Background: an optimization exercise with open tools, aiming at small area and a short achievable clock period. Do not read the settings as production practice. The RTL was checked by simulation tests, not by an equivalence proof against the original design. No activity file was given, so power comes from the tool's default toggle rates.

## exp/yarrow
Design ldpc_row_top, start of the top module:
module ldpc_row_top (
    input  logic        clk,
    input  logic        rst_n,
    input  logic        req_valid,
    input  logic [1:0]  req_layer,
    input  logic [4:0]  req_addr,
    input  logic [47:0] llr_in,
    output logic        rsp_valid,
    output logic [1:0]  rsp_layer,
    output logic [4:0]  rsp_addr,
    output logic [47:0] llr_out
);
Size: about 3700 cells after synthesis, about 53000 µm² of cells after synthesis.
make LEC_CHECK=0 CAP_MARGIN=20 CORE_MARGIN=2 CORE_UTILIZATION=60 CTS_CLUSTER_DIAMETER=80 CTS_CLUSTER_SIZE=25 PLACE_DENSITY=0.7 SETUP_SLACK_MARGIN=3.6 SLEW_MARGIN=20 finish   # period 6.0 ns
run.sh (not shown) runs the stock make flow with config.mk's settings and CLKGATE_MAP_FILE= SYNTH_SCRIPT=/design/flow/synth_recipe.tcl, a recipe that flattens the netlist after the stock synthesis.
What exp/nickel does differently from exp/yarrow at the input level:
- CORE_UTILIZATION changed from 60 to 70
- PLACE_DENSITY removed (was 0.7)
--- outcome ---
On power: between exp/yarrow and exp/nickel, it ends up higher for exp/yarrow.
Of exp/nickel and exp/yarrow, it is exp/nickel that has the lower worst setup slack after layout.
[exp/nickel] detailed-route via count rose 0.88% relative to exp/yarrow
Placed cell count ended up 194 lower on exp/nickel than on exp/yarrow.
On layout overhead on the synthesized area: exp/nickel sits below exp/yarrow.
Going from exp/yarrow to exp/nickel, post-placement cell area shrank slightly.
The first-pass GRT wire length in exp/nickel was lower than what exp/yarrow gave.
exp/nickel: no failed stages, no open violations at the end
exp/nickel vs. exp/yarrow: sequential share of layout area went up by 0.36 points.
Tightest hold margin ended up 0.0065 ns lower on exp/nickel than on exp/yarrow.
Input-level comparison between exp/juniper and exp/nickel:
- CORE_UTILIZATION changed from 70 to 60
==> comparison <==
- The run showing the greater total instance count after detailed placement is exp/juniper.
- Side by side, area of placed instances turned out higher in exp/juniper than in exp/nickel.
- Measured against exp/juniper, the violation count after the first detailed-route iteration of exp/nickel comes out at 1.19 times the reference value.
- Depth of the critical timing path with buffers and inverters included delta for exp/juniper relative to exp/nickel: 1 lower
- Summary: with exp/nickel as the reference, post-CTS setup repair buffer count in exp/juniper moved up by a little under 10%.
- exp/juniper vs exp/nickel: area growth from synthesis to layout up in exp/juniper
- On cell count: between exp/nickel and exp/juniper, it ends up higher for exp/juniper.
- exp/juniper: post-layout instance area is about 1.3% higher than what exp/nickel reported.
- [exp/juniper] share of power burned in combinational logic rose 0.5 points relative to exp/nickel
- Relative to exp/nickel, number of buffers added by the clock tree synthesis step increased by 1 in exp/juniper.
--- input diff exp/juniper..exp/xenon ---
- setting TNS_END_PERCENT to 30 for the first time
### Flow results
- The final layout from exp/juniper, which completed every stage, passed the timing, design-rule and antenna checks at the end of the flow.
- exp/xenon finished all stages; the layout is clean.
- exp/xenon against exp/juniper: number of global-route vias before repair stayed essentially flat; logic gate share of total power essentially unchanged.
- The sum of routed wire length over all layers was comparable across exp/juniper and exp/xenon.
- As far as sequential group share of total power is concerned, exp/xenon and exp/juniper perform about the same.
- The core of exp/xenon is more densely filled than that of exp/juniper.
- Status: total power of the final layout parity (exp/xenon, exp/juniper)
Input-level comparison between exp/zinc and exp/xenon:
- a change of SETUP_SLACK_MARGIN from 3.6 to 3.8
- a deleted TNS_END_PERCENT that had been 30
[summary]
- Going from exp/xenon to exp/zinc, area growth from synthesis to layout increased 5.1 points; final routed wire length divided by cell count increased 1.5%; final setup slack of the worst path increased 0.14 ns; internal power increased about 4.4%.
- Sequential share of layout area ended up 2.6 points lower on exp/zinc than on exp/xenon.
Edits applied to the flow inputs when going from exp/zinc to exp/quartz:
- CTS_CLUSTER_DIAMETER now 100, was 80
- CTS_CLUSTER_SIZE now 30, was 25
- SETUP_SLACK_MARGIN now 3.6, was 3.8
- exp/quartz vs. exp/zinc: wire length after detailed routing decreased 6.7 mm, logic depth of the worst path, buffers included decreased 7, instance area after placement essentially unchanged, utilization of the core after routing decreased 3.8 points.
- exp/quartz ends up with lower global-route met3 utilization than exp/zinc does.
- Re fraction of final layout cells sized beyond drive strength 1: exp/quartz is 8.5 points down on exp/zinc.
- In the tables for exp/quartz and exp/zinc, non-clock buffer count reads higher with exp/zinc.
- Period utilization (exp/quartz over exp/zinc): increase, 1.9 points

[what the ideal ports hide]
Ports are ideal in the flow. The routed layouts listed here were re-timed in OpenROAD. Step 1 sets driving cells, clkbuf_16 on the clock port and buf_2 on the other inputs (assumed; they add their load-dependent delay and slew). Step 2, shift: input delay + t, output delay - t, t = (earliest + latest rising clock arrival at the registers) / 2. This alone moves slack from input paths to output paths. Three values: ideal ports, drivers, drivers and shift; two values: the first two.
run | t, ns | setup WS [ns] | worst hold slack (ns) | worst setup path at the end | latest minus earliest clock arrival (ns)
exp/yarrow | 0.736 | 3.593 / 3.593 / 3.094 | 0.328 / 0.328 / 0.328 | input to register | 0.038 / 0.038
exp/nickel | 0.714 | 3.516 / 3.516 / 3.079 | 0.322 / 0.322 / 0.322 | input to register | 0.041 / 0.041
exp/juniper | 0.725 | 3.557 / 3.557 / 3.066 | 0.331 / 0.331 / 0.331 | input to register | 0.045 / 0.044
exp/xenon | 0.722 | 3.488 / 3.488 / 3.001 | 0.330 / 0.330 / 0.330 | input to register | 0.045 / 0.045
exp/zinc | 0.724 | 3.630 / 3.627 / 3.184 | 0.326 / 0.326 / 0.326 | input to register | 0.049 / 0.049
exp/quartz | 0.754 | 3.515 / 3.515 / 3.080 | 0.332 / 0.332 / 0.332 | input to register | 0.059 / 0.059
After both steps setup and hold are still met in every run listed. For exp/yarrow, which loses most, drivers alone change the setup slack by 0.000 ns; drivers and shift together by -0.499 ns.
